Context: an optimization exercise on an open-source flow, tuned for small area, a short achievable clock period and few clock cycles per item. The choices shown serve that exercise and are no tape-out recipe. Function was checked by simulation only, so behaviour that the tests miss may differ from the original.

==> flow/design.v, too long to show whole: its modules and the start of the top module <==
// module idc_controller: 30 lines
// module idc_datapath: 1706 lines
// module idc_fa: 10 lines
// module idc_gp: 8 lines
// module inclusive_day_count_between_dates: 44 lines
module inclusive_day_count_between_dates #(
	parameter int unsigned MAX_YEAR = 9999
) (
	input  logic        clk,
	input  logic        arst_n,
	input  logic        dates_valid,
	output logic        dates_ready,
	input  logic [4:0]  dates_start_day,
	input  logic [3:0]  dates_start_month,
	input  logic [13:0] dates_start_year,
	input  logic [4:0]  dates_end_day,
	input  logic [3:0]  dates_end_month,
	input  logic [13:0] dates_end_year,
	output logic        result_valid,
	input  logic        result_ready,
	output logic [21:0] result_day_count,
	output logic        result_order_error
);
  // ...
==> flow/flow/run.sh <==
#!/bin/bash
# The standard layout (the standard.sh, unchanged synthesis), with the
# port buffers made from the smallest buffer cell instead of the default
# choice; the resizer still upsizes them where timing needs it. ORFS writes
# each step's full log under orfs/logs; make's own output goes to
# standard.log.
set -uo pipefail
bash standard.sh "BUFFER_PORTS_ARGS=-buffer_cell sky130_fd_sc_hd__buf_1" finish > standard.log 2>&1
==> flow/standard.sh <==
#!/bin/bash
# synth_recipe.tcl (not shown) runs the flow's synth.tcl, then flattens the netlist and writes it again
# the make line also repeats each setting of config.mk as NAME=value (left out here)
make -C /OpenROAD-flow-scripts/flow DESIGN_CONFIG=/design/flow/config.mk WORK_HOME=/design/flow/orfs CLKGATE_MAP_FILE= SYNTH_SCRIPT=/design/flow/synth_recipe.tcl "${@:-finish}"
==> flow/config.mk <==
export PLATFORM = sky130hd
export DESIGN_NAME = inclusive_day_count_between_dates
export DESIGN_NICKNAME = inclusive_day_count_between_dates
export VERILOG_FILES = /design/flow/design.v
export SDC_FILE = /design/flow/constraint.sdc
export NUM_CORES = 4
export LEC_CHECK = 0
export CAP_MARGIN = 5
export CORE_MARGIN = 2
export CORE_UTILIZATION = 40
export CTS_BUF_LIST = sky130_fd_sc_hd__clkbuf_8
export SETUP_SLACK_MARGIN = 5
export SLEW_MARGIN = 5
export SYNTH_HIERARCHICAL = 1
==> flow/constraint.sdc <==
create_clock -name core_clock -period 10.0 [get_ports {clk}]
set_input_delay 2.0000 -clock core_clock [delete_from_list [all_inputs] [get_ports {clk}]]
set_output_delay 2.0000 -clock core_clock [all_outputs]
set_load 0.01 [all_outputs]
==> results.cfg, run 1 <==
[status]
status = finished clean

[sta]
grt_setup_unrepaired = yes
fin_ws_ns = 5.02
fin_worst_skew_ns = 0.0163

[routing]
finalWirelength_mm = 19.7
wirelength_met1_mm = 9.84
num_vias = 6228

[min_path]
worstHoldStart = u_ctrl.v1_q

[grt]
track_usage_pct = 16.6
grt_overflow_total = 0

[setup_path]
reg2reg_slack_ns = 5.02
cp.depth = 19
crit_required_ns = 10.09
cp_slowest_stage_delay_ns = 0.46

[clock_tree]
clock-sinks = 68

[yosys]
syn_area_um2 = 9520
synth_seq_cells = 68
synth_top_area_share_pct = 26.9
synth_common_cells = ha_1 (130), a21o_1 (129), fa_1 (128)
synth-main-ff-cell = edfxtp_1

[layout]
nMultiInputCombCells = 703
clockBufferCount = 9
seq_cells = 68
Testbench counts, summed over its fixed seeds: cycles 3,216, items 3,200.
==> run 2, diff against run 1 <==
--- a/flow/config.mk
+++ b/flow/config.mk
@@ -5,10 +5,12 @@
 export SDC_FILE = /design/flow/constraint.sdc
 export NUM_CORES = 4
 export LEC_CHECK = 0
-export CAP_MARGIN = 5
+export CAP_MARGIN = 20
 export CORE_MARGIN = 2
 export CORE_UTILIZATION = 40
 export CTS_BUF_LIST = sky130_fd_sc_hd__clkbuf_8
+export HOLD_SLACK_MARGIN = 0
 export SETUP_SLACK_MARGIN = 5
-export SLEW_MARGIN = 5
+export SLEW_MARGIN = 20
 export SYNTH_HIERARCHICAL = 1
+export TNS_END_PERCENT = 100
==> run 2 against run 1 <==
Effect of this change:
- cell count is the same
- global-route usage stayed put
- hold slack did not move
- area after synthesis is the same
- die area unchanged
- still clean on timing, DRC and antenna
- largest cell class unchanged
- routed wire length stayed put
- non-clock buffer count is the same
- critical path depth is the same
==> results.cfg, run 2 <==
[setup_path]
cpMostUsedCell = a21o_1
path_cells = buf_4 -> inv_2 -> ha_4 -> a21oi_2 -> nand2_1 -> o21ai_2 -> fa_1 -> fa_1 -> fa_1 -> fa_1 -> ha_1 -> and2_1 -> a21o_1 -> a21o_1 -> a21o_1 -> a21o_1 -> a21o_1 -> xnor2_1 -> xnor2_1
worstPathMaxFanout = 4
worstPathArrival_ns = 5.07
timing_worst_setup_path_type = reg -> reg
cp-start-kind = flip-flop
cp-end-kind = flip-flop
crit_required_ns = 10.09
cp.buffers_inverters = 2
cp_slowest_cell = fa_1
cp_slowest_stage_delay_ns = 0.46
path_delay_family = adder cells

[sta]
grt_setup_unrepaired = yes
setup_violations = 0
relSlewSlack_pct = 44.6
worstMarginPinSlew_ns = 0.830
fin_tns_setup_ns = 0
hold_viol_final = 0
finalCritPeriodShare_pct = 49.8
max_freq_mhz = 201
fin_worst_skew_ns = 0.0163
fin_ws_ns = 5.02
fin_crit_ns = 4.98
slew_viol_final = 0

[die]
num_rows = 56
core_area_um2 = 23400
ios = 75
die_area_um2 = 25100
initial_core_util_pct = 40.7
die_y_um = 158
die_w_um = 158

[placement]
placed_cell_area_um2 = 10100
gp_congestion = 0.842
portBuffers = 74
dp_slack_ns = 4.46
dp_hpwl_mm = 16.6

[layout]
syn2layout_area_growth_pct = 10.9
fin_nets = 1231
final_cell_area_um2 = 10600
multi_input_area_um2 = 7340
regMostFlops = u_dp.r_q
largest_reg_flops = 23
final_cell_mix = a21o_1 (128), fa_1 (127), ha_1 (125)
fillCellCount = 2256
biggestRegsByFlops = u_dp.r_q x23, u_dp.da_q x13, u_dp.v_q x10
drive_gt1_share_pct = 7.22
post-route-util_pct = 45.1
regArea_um2 = 2030
layout_commonest_cell = a21o_1
diodes = 0

[clock_tree]
htree_num_levels = 3
cts_root_buffer = clkbuf_8
clock-sinks = 68
clk_pin_slew_worst_paths_ns = 0.08
ctsLongestPathBuffers = 2
cts_buffers = 9
insertion_delay_ns = 0.36
tritoncts = built

[routing]
antenna_left = 0
drc = 0
dr.first_iter.drc_count = 270
finalWirelength_mm = 19.7
dr.pass1.iters = 4
num_vias = 6228
viasPerCell = 4.99
routedWlPerCell_um = 15.8

[yosys]
yosysMostFrequentCell = ha_1
synth_cells = 843
synth_fp_nets = 1151
synth_top_area_share_pct = 26.9
synth_common_cells = ha_1 (130), a21o_1 (129), fa_1 (128)
post_synth_num_cell_types = 45
syn_area_um2 = 9520
synth_compound_area_share_pct = 12.8
synth-xor-area-share_pct = 6.62
synth_top_family_by_area = adder cells
ys.warnings.count = 8
ys_async_sr_fraction_pct = 2.94
synth-simple-area-share_pct = 11.3
synth_fa_ha_area_share_pct = 44.0
synth_edf_count = 66
synth_seq_area_share_pct = 21.3
ys_top_cells_by_area = fa_1 (27%), edfxtp_1 (21%), ha_1 (17%)
synth-main-ff-cell = edfxtp_1
synth_seq_cells = 68
muxShareOfSynthArea_pct = 0.894
avgSynthCellArea_um2 = 11.3
synth_top_cell_by_area = fa_1

[flow_run]
drv_cap = 0

[min_path]
holdCritPathClass = reg -> reg

[grt]
grt_overflow_total = 0
grt_first_pass_wirelength_mm = 32.1
grt_pass1_vias = 6228
track_usage_pct = 16.6
grt_max_degree = 45
antenna_found_initial = 0

[status]
status = finished clean
run 2: cell counts after synthesis:
Identical to the previous run, type by type.
run 2: timing repair:
item	CTS	global route
buffers inserted	2	9
hold buffers	0	0
endpoints found under the setup margin	7	10
pin swaps	0	8
gates resized for setup	3	33
run 2: logic make-up after synthesis:
group	count (synthesis)
adders and majority gates	258
muxes	7
buffers and inverters	72
xor gates and xnor gates	72
and+or+nand+nor	195
AOI/OAI and AO/OA	171
DFF	68
run 2: path summary, 6_finish.rpt:
kind | start | cells past startpoint | slack [ns] | endpoint
worst max-delay path | u_dp.sb_q[0] | 19 | 5.02 | u_dp.r_q[22]
worst min-delay path | u_ctrl.v1_q | 1 | 0.55 | u_ctrl.v2_q
worst max register to register | u_dp.sb_q[0] | 19 | 5.02 | u_dp.r_q[22]
worst min register to register | u_ctrl.v1_q | 1 | 0.55 | u_ctrl.v2_q
max in group asynchronous | arst_n | 1 | 8.46 | u_ctrl.v1_q
min in group asynchronous | arst_n | 1 | 1.41 | u_ctrl.v2_q
run 2: stage by stage:
stage / instances / hold slack [ns]
6_report: 1247 / 0.548
5_1_grt: 1247 / 0.566
4_1_cts: 1238 / 0.551
3_5_place_dp: 1220 / 0.500
3_3_place_gp: 1220 / 0.490
2_1_floorplan: 843 / 0.478
run 2: per-layer routing:
| metal | vias up | share of wire [%] | global-route usage [%] |
|---|---|---|---|
| met2 | 110 | 46 | 26.5 |
| met4 | 0 | 0.98 | 3.35 |
| li1 | 3084 | - | - |
| met3 | 15 | 2.9 | 1.71 |
| met1 | 3019 | 50 | 24.6 |
| met5 | - | 0 | 0 |
run 2: layout make-up:
class | count | area share [%]
flip-flops and latches | 68 | 19.2
clock buffers | 9 | 1.17
inverters | 56 | 1.99
well taps | 319 | 3.78
multi-input cells | 703 | 69.5
repair buffers | 85 | 3.57
clock inverters | 7 | 0.782
run 2: per-module statistics from Yosys, one instance, submodules excluded, a selection:
| module | flops+latches | area (um2) | times used | cells inside |
|---|---|---|---|---|
| idc_datapath | 66 | 5910 | 1 | 579 |
| idc_fa | 0 | 20.0 | 128 | 1 |
| idc_gp | 0 | 7.51 | 128 | 1 |
| idc_controller | 2 | 92.6 | 1 | 8 |
==> run 3, diff against run 2 <==
--- a/flow/config.mk
+++ b/flow/config.mk
@@ -5,12 +5,11 @@
 export SDC_FILE = /design/flow/constraint.sdc
 export NUM_CORES = 4
 export LEC_CHECK = 0
+export ABC_AREA = 1
 export CAP_MARGIN = 20
 export CORE_MARGIN = 2
 export CORE_UTILIZATION = 40
 export CTS_BUF_LIST = sky130_fd_sc_hd__clkbuf_8
-export HOLD_SLACK_MARGIN = 0
 export SETUP_SLACK_MARGIN = 5
 export SLEW_MARGIN = 20
 export SYNTH_HIERARCHICAL = 1
-export TNS_END_PERCENT = 100
==> run 3 against run 2 <==
Effect of this change:
- still clean on timing, DRC and antenna
- routed wire length increased by 2.8%
- critical path depth decreased by 15
- first-iteration DRC count increased by 11%
- largest cell class unchanged
==> results.cfg, run 3 <==
[routing]
routedWlPerCell_um = 12.2
drc = 0
dr.pass1.iters = 5
dr.first_iter.drc_count = 300
viasPerCell = 4.44
num_vias = 7361
antenna_left = 0
finalWirelength_mm = 20.2

[min_path]
holdCritPathClass = reg -> reg
worstHoldStart = u_ctrl.v1_q
hold_depth = 2
hold-path-endpoint = u_ctrl.v2_q

[layout]
syn2layout_area_growth_pct = 9.01
biggestRegsByFlops = u_dp.r_q x23, u_dp.da_q x13, u_dp.v_q x10
diodes = 0
post-route-util_pct = 44.2
largest_reg_flops = 23
drive_gt1_share_pct = 3.17
final_cell_mix = nand2_1 (394), inv_1 (283), ha_1 (129)
layout_commonest_cell = nand2_1
regMostFlops = u_dp.r_q
fin_nets = 1630
final_cell_area_um2 = 11100
fillCellCount = 2545

[setup_path]
r2r-start = u_dp.sb_q[1]
path_cells = buf_1 -> inv_1 -> nand3_4 -> buf_1
crit_required_ns = 8.00
r2r_end = u_dp.r_q[22]
worstPathMaxFanout = 23
timing_worst_setup_path_type = in -> out
cpMostUsedCell = buf_1
cp-start-kind = input port
cp_slowest_stage_delay_ns = 0.34
worstPathArrival_ns = 2.87
reg2reg_slack_ns = 5.33
cp-end-kind = output pin
cp_slowest_cell = nand3_4
r2r_cells = 26

[yosys]
synth_seq_area_share_pct = 20.0
syn_area_um2 = 10200
synth_edf_count = 66
synth_fp_nets = 1551
synth_cells = 1243
synth_top_cell_by_area = fa_1
post_synth_num_cell_types = 38
ys_async_sr_fraction_pct = 2.94
synth_top_area_share_pct = 25.2
synth_seq_cells = 68
synth_common_cells = nand2_1 (397), inv_1 (284), ha_1 (130)
synth-main-ff-cell = edfxtp_1
ys_top_cells_by_area = fa_1 (25%), edfxtp_1 (20%), ha_1 (16%)
avgSynthCellArea_um2 = 8.17
yosysMostFrequentCell = nand2_1
ys.warnings.count = 8

[clock_tree]
cts-hold-fix-buffers = 0
cts_buffers = 9
ctsLongestPathBuffers = 2
htree_num_levels = 3
insertion_delay_ns = 0.36
clock-sinks = 68
clk_pin_slew_worst_paths_ns = 0.08
cts_root_buffer = clkbuf_8
tritoncts = built

[sta]
fin_tns_setup_ns = 0
fin_worst_skew_ns = 0.0143
slew_viol_final = 0
finalCritPeriodShare_pct = 48.7
max_freq_mhz = 205
relSlewSlack_pct = 39.3
fin_crit_ns = 4.87
setup_violations = 0
hold_viol_final = 0
fin_ws_ns = 5.13
worstMarginPinSlew_ns = 0.908
grt_setup_unrepaired = no

[die]
die_y_um = 163
num_rows = 58
ios = 75
die_area_um2 = 26700
core_area_um2 = 25000
initial_core_util_pct = 40.6
die_w_um = 163

[placement]
portBuffers = 74
dp_hpwl_mm = 17.2
gp_congestion = 0.898
placed_cell_area_um2 = 10800
dp_slack_ns = 4.82

[grt]
grt_max_degree = 25
grt_first_pass_wirelength_mm = 35.0
track_usage_pct = 16.6
grt_pass1_vias = 7212
grt_overflow_total = 0
antenna_found_initial = 0

[flow_run]
drv_cap = 0

[status]
status = finished clean
[run 3: changes by cell type in the layout (fill, tap and decap cells not counted), sizes merged, moves of 10 or more]
cell,previous run,this run
and3,13,1
inv,59,287
nor2,30,92
nand2b,13,0
xnor2,20,10
nor4,10,0
a21o,129,0
and2,46,0
nor2b,32,0
nand2,27,399
[run 3: cells by family (layout without fill, tap and decap cells)]
group | Yosys count | after routing | share of synthesized area, %
xor+xnor | 59 | 59 | 5.09
compound gates | 40 | 40 | 2.22
mux | 1 | 1 | 0.0986
fa+ha+maj | 258 | 258 | 41.2
simple gates | 521 | 522 | 20.1
flops | 68 | 68 | 20.0
buf+inv | 296 | 379 | 11.2
[run 3: area by class of cell]
type | count | area (um2) | share of cell area, %
timing repair buffer | 77 | 302 | 2.72
sequential | 68 | 2030 | 18.4
tap | 330 | 413 | 3.73
clock inverter | 7 | 92.6 | 0.836
multi-input combinational | 880 | 7030 | 63.5
clock buffer | 9 | 124 | 1.12
inverter | 286 | 1070 | 9.70
[run 3: metrics by stage]
stage	hold slack, ns	std cells
finish	0.631	1657
global route	0.672	1657
CTS	0.642	1655
detailed placement	0.518	1637
global placement	0.501	1637
floorplan	0.495	1243
[run 3: modules after synthesis, one instance, submodules excluded, a selection]
module	cells	cell area, um2	times used	flip-flops and latches
idc_fa	1	20.0	128	0
idc_controller	10	90.1	1	2
idc_gp	3	11.3	128	0
idc_datapath	721	6060	1	66
[run 3: worst max-delay path: cells and delay by family]
kind / cells / cell delay [ns]
buffers and inverters: 3 / 0.51
AND/OR/NAND/NOR: 1 / 0.34
[run 3: worst max-delay path by stage]
stage                         to  slack [ns]                from  cells after the start
global placement     u_dp.v_q[7]        4.94  dates_end_month[1]                     17
CTS                 u_dp.r_q[22]        5.01        u_dp.sb_q[1]                     26
global route        u_dp.r_q[22]        4.99        u_dp.sb_q[1]                     26
detailed placement   u_dp.v_q[9]        4.82  dates_end_month[1]                     17
finish               dates_ready        5.13        result_ready                      4
floorplan            dates_ready        5.25        result_ready                      3
[run 3: repair_timing]
item                       4_1_cts  5_1_grt
pin swaps                        0        2
resized for setup                0       11
cloned                           1        0
buffers inserted                 1        2
setup endpoints to repair        2       11
[run 3: layer usage]
metal  wire length [um]  track usage, %
met2               9380            27.6
met3                580            2.03
met5                  0               0
met1               9850            22.6
met4                426            5.19
==> run 4, diff against run 3 <==
--- a/flow/config.mk
+++ b/flow/config.mk
@@ -5,7 +5,6 @@
 export SDC_FILE = /design/flow/constraint.sdc
 export NUM_CORES = 4
 export LEC_CHECK = 0
-export ABC_AREA = 1
 export CAP_MARGIN = 20
 export CORE_MARGIN = 2
 export CORE_UTILIZATION = 40
==> run 4 against run 3 <==
Effect of this change:
- fmax down 2.1%
- routed wire length down 2.7%
- synthesized cell count is 32% lower
- critical path depth rose by 15
- cell count is 25% lower
- critical path type is now reg -> reg
- first-iteration DRC count fell by 10%
- sequential cell count unchanged
==> results.cfg, run 4 <==
[yosys]
synth-main-ff-cell = edfxtp_1
ys_async_sr_fraction_pct = 2.94
post_synth_num_cell_types = 45
ys.warnings.count = 8
synth_seq_area_share_pct = 21.3
synth_seq_cells = 68
synth_edf_count = 66
synth_common_cells = ha_1 (130), a21o_1 (129), fa_1 (128)
syn_area_um2 = 9520
avgSynthCellArea_um2 = 11.3
synth_top_cell_by_area = fa_1
ys_top_cells_by_area = fa_1 (27%), edfxtp_1 (21%), ha_1 (17%)
synth_top_area_share_pct = 26.9
synth_fp_nets = 1151
synth_cells = 843
yosysMostFrequentCell = ha_1

[flow_run]
drv_cap = 0

[routing]
viasPerCell = 4.99
routedWlPerCell_um = 15.8
antenna_left = 0
dr.pass1.iters = 4
dr.first_iter.drc_count = 270
finalWirelength_mm = 19.7
num_vias = 6228
drc = 0

[min_path]
holdCritPathClass = reg -> reg
hold_depth = 1
hold-path-endpoint = u_ctrl.v2_q
worstHoldStart = u_ctrl.v1_q

[layout]
largest_reg_flops = 23
biggestRegsByFlops = u_dp.r_q x23, u_dp.da_q x13, u_dp.v_q x10
drive_gt1_share_pct = 7.22
syn2layout_area_growth_pct = 10.9
diodes = 0
layout_commonest_cell = a21o_1
fin_nets = 1231
final_cell_area_um2 = 10600
fillCellCount = 2256
final_cell_mix = a21o_1 (128), fa_1 (127), ha_1 (125)
regMostFlops = u_dp.r_q

[grt]
grt_first_pass_wirelength_mm = 32.1
grt_pass1_vias = 6228
grt_overflow_total = 0
antenna_found_initial = 0
track_usage_pct = 16.6
grt_max_degree = 45

[setup_path]
r2r_cells = 19
crit_required_ns = 10.09
reg2reg_slack_ns = 5.02
cpMostUsedCell = a21o_1
r2r-start = u_dp.sb_q[0]
worstPathMaxFanout = 4
cp-start-kind = flip-flop
cp_slowest_cell = fa_1
cp-end-kind = flip-flop
cp_slowest_stage_delay_ns = 0.46
worstPathArrival_ns = 5.07
path_cells = buf_4 -> inv_2 -> ha_4 -> a21oi_2 -> nand2_1 -> o21ai_2 -> fa_1 -> fa_1 -> fa_1 -> fa_1 -> ha_1 -> and2_1 -> a21o_1 -> a21o_1 -> a21o_1 -> a21o_1 -> a21o_1 -> xnor2_1 -> xnor2_1
r2r_end = u_dp.r_q[22]
timing_worst_setup_path_type = reg -> reg

[sta]
finalCritPeriodShare_pct = 49.8
worstMarginPinSlew_ns = 0.830
slew_viol_final = 0
fin_crit_ns = 4.98
relSlewSlack_pct = 44.6
fin_worst_skew_ns = 0.0163
setup_violations = 0
fin_tns_setup_ns = 0
grt_setup_unrepaired = yes
hold_viol_final = 0
max_freq_mhz = 201

[die]
die_y_um = 158
die_area_um2 = 25100
core_area_um2 = 23400
ios = 75
die_w_um = 158
initial_core_util_pct = 40.7
num_rows = 56

[clock_tree]
ctsLongestPathBuffers = 2
clock-sinks = 68
htree_num_levels = 3
cts-hold-fix-buffers = 0
insertion_delay_ns = 0.36
cts_root_buffer = clkbuf_8
clk_pin_slew_worst_paths_ns = 0.08
cts_buffers = 9
tritoncts = built

[placement]
portBuffers = 74
dp_hpwl_mm = 16.6
gp_congestion = 0.842
placed_cell_area_um2 = 10100

[status]
status = finished clean
## run 4: cell types whose count changed after synthesis, sizes merged, moves of 10 or more
cell / delta
nor2b: +32
nor2: -62
inv: -230
a21o: +129
and2: +46
and3: +12
nor4: +10
xnor2: +10
nand2b: +13
nand2: -372
## run 4: what timing repair did
| item | CTS | global route |
|---|---|---|
| hold endpoints to repair | 0 | 0 |
| pin swaps | 0 | 8 |
| gates cloned | 0 | 0 |
| gates resized for setup | 3 | 33 |
| setup buffers | 2 | 9 |
| setup endpoints to repair | 7 | 10 |
## run 4: through the flow
stage	util, %	setup WS (ns)	cells	hold slack [ns]
3_3_place_gp	43.3	4.51	1220	0.490
6_report	45.1	5.02	1247	0.548
4_1_cts	44.2	4.88	1238	0.551
2_1_floorplan	-	4.95	843	0.478
3_5_place_dp	43.3	4.46	1220	0.500
5_1_grt	45.1	4.82	1247	0.566
## run 4: per-module statistics from Yosys (local to each module, per instance), excerpt
module | area, um2 | times used | flops+latches
idc_controller | 92.6 | 1 | 2
idc_gp | 7.51 | 128 | 0
idc_datapath | 5910 | 1 | 66
idc_fa | 20.0 | 128 | 0
## run 4: cells by family (layout without fill, tap and decap cells)
kind of cell	Yosys count	count (layout)	synth area share, %
xor+xnor	72	72	6.62
simple gates	195	195	11.3
mux	7	7	0.894
flops	68	68	21.3
buf+inv	72	157	3.01
compound gates	171	171	12.8
fa+ha+maj	258	258	44.0
## run 4: critical path: cells and delay by family, from the launching register on
family,cells,cell delay (ns)
adder cells (fa/ha/maj),6,2.28
AO/OA/AOI/OAI,7,1.22
flip-flops,1,0.40
XOR/XNOR,2,0.29
AND/OR/NAND/NOR,2,0.28
buffers and inverters,2,0.25
## run 4: how the worst max path moves through the flow
stage,start,end,cells after the start
after CTS,u_dp.sb_q[0],u_dp.r_q[22],18
after detailed placement,dates_end_month[1],u_dp.v_q[7],12
final,u_dp.sb_q[0],u_dp.r_q[22],19
after global routing,u_dp.sb_q[0],u_dp.r_q[22],18
after global placement,dates_end_month[1],u_dp.v_q[9],12
after floorplan,dates_end_month[2],u_dp.v_q[7],11
## run 4: cell type report
| cell class | count | area (um2) | area share [%] |
|---|---|---|---|
| Multi-Input combinational cell | 703 | 7340 | 69.5 |
| Inverter | 56 | 210 | 1.99 |
| Timing Repair Buffer | 85 | 377 | 3.57 |
| Clock inverter | 7 | 82.6 | 0.782 |
| Clock buffer | 9 | 124 | 1.17 |
| Tap cell | 319 | 399 | 3.78 |
| Sequential cell | 68 | 2030 | 19.2 |
## run 4: metal layers
layer  vias up  track usage, %  part of all wire, %
met4         0            3.35                 0.98
met2       110            26.5                   46
met1      3019            24.6                   50
met3        15            1.71                  2.9
met5         -               0                    0
li1       3084               -                    -

[static timing again, ports no longer ideal]
No port has a modelled driver above. Below, the same layouts with a new extraction and two added sets of constraints.
Step 1 assumes that a clkbuf_16 drives the clock port and a buf_2 every other input.
Step 2 also shifts input and output timing later by t, the mid clock arrival at the registers, as if the neighbouring blocks saw the same clock.
a / b / c = ideal ports / drivers / drivers and shift; a / b = the first two.
| run | t, ns | setup WS [ns] | worst register clock-pin slew, ns | pins driven straight from the clock port |
|---|---|---|---|---|
| run 1 | 0.390 | 5.022 / 5.022 / 4.721 | 0.09 / 0.09 | 1 |
| run 2 | 0.390 | 5.022 / 5.022 / 4.721 | 0.09 / 0.09 | 1 |
| run 3 | 0.390 | 5.126 / 5.107 / 4.941 | 0.08 / 0.08 | 1 |
| run 4 | 0.390 | 5.022 / 5.022 / 4.721 | 0.09 / 0.09 | 1 |
After both steps setup and hold are still met in every run listed.
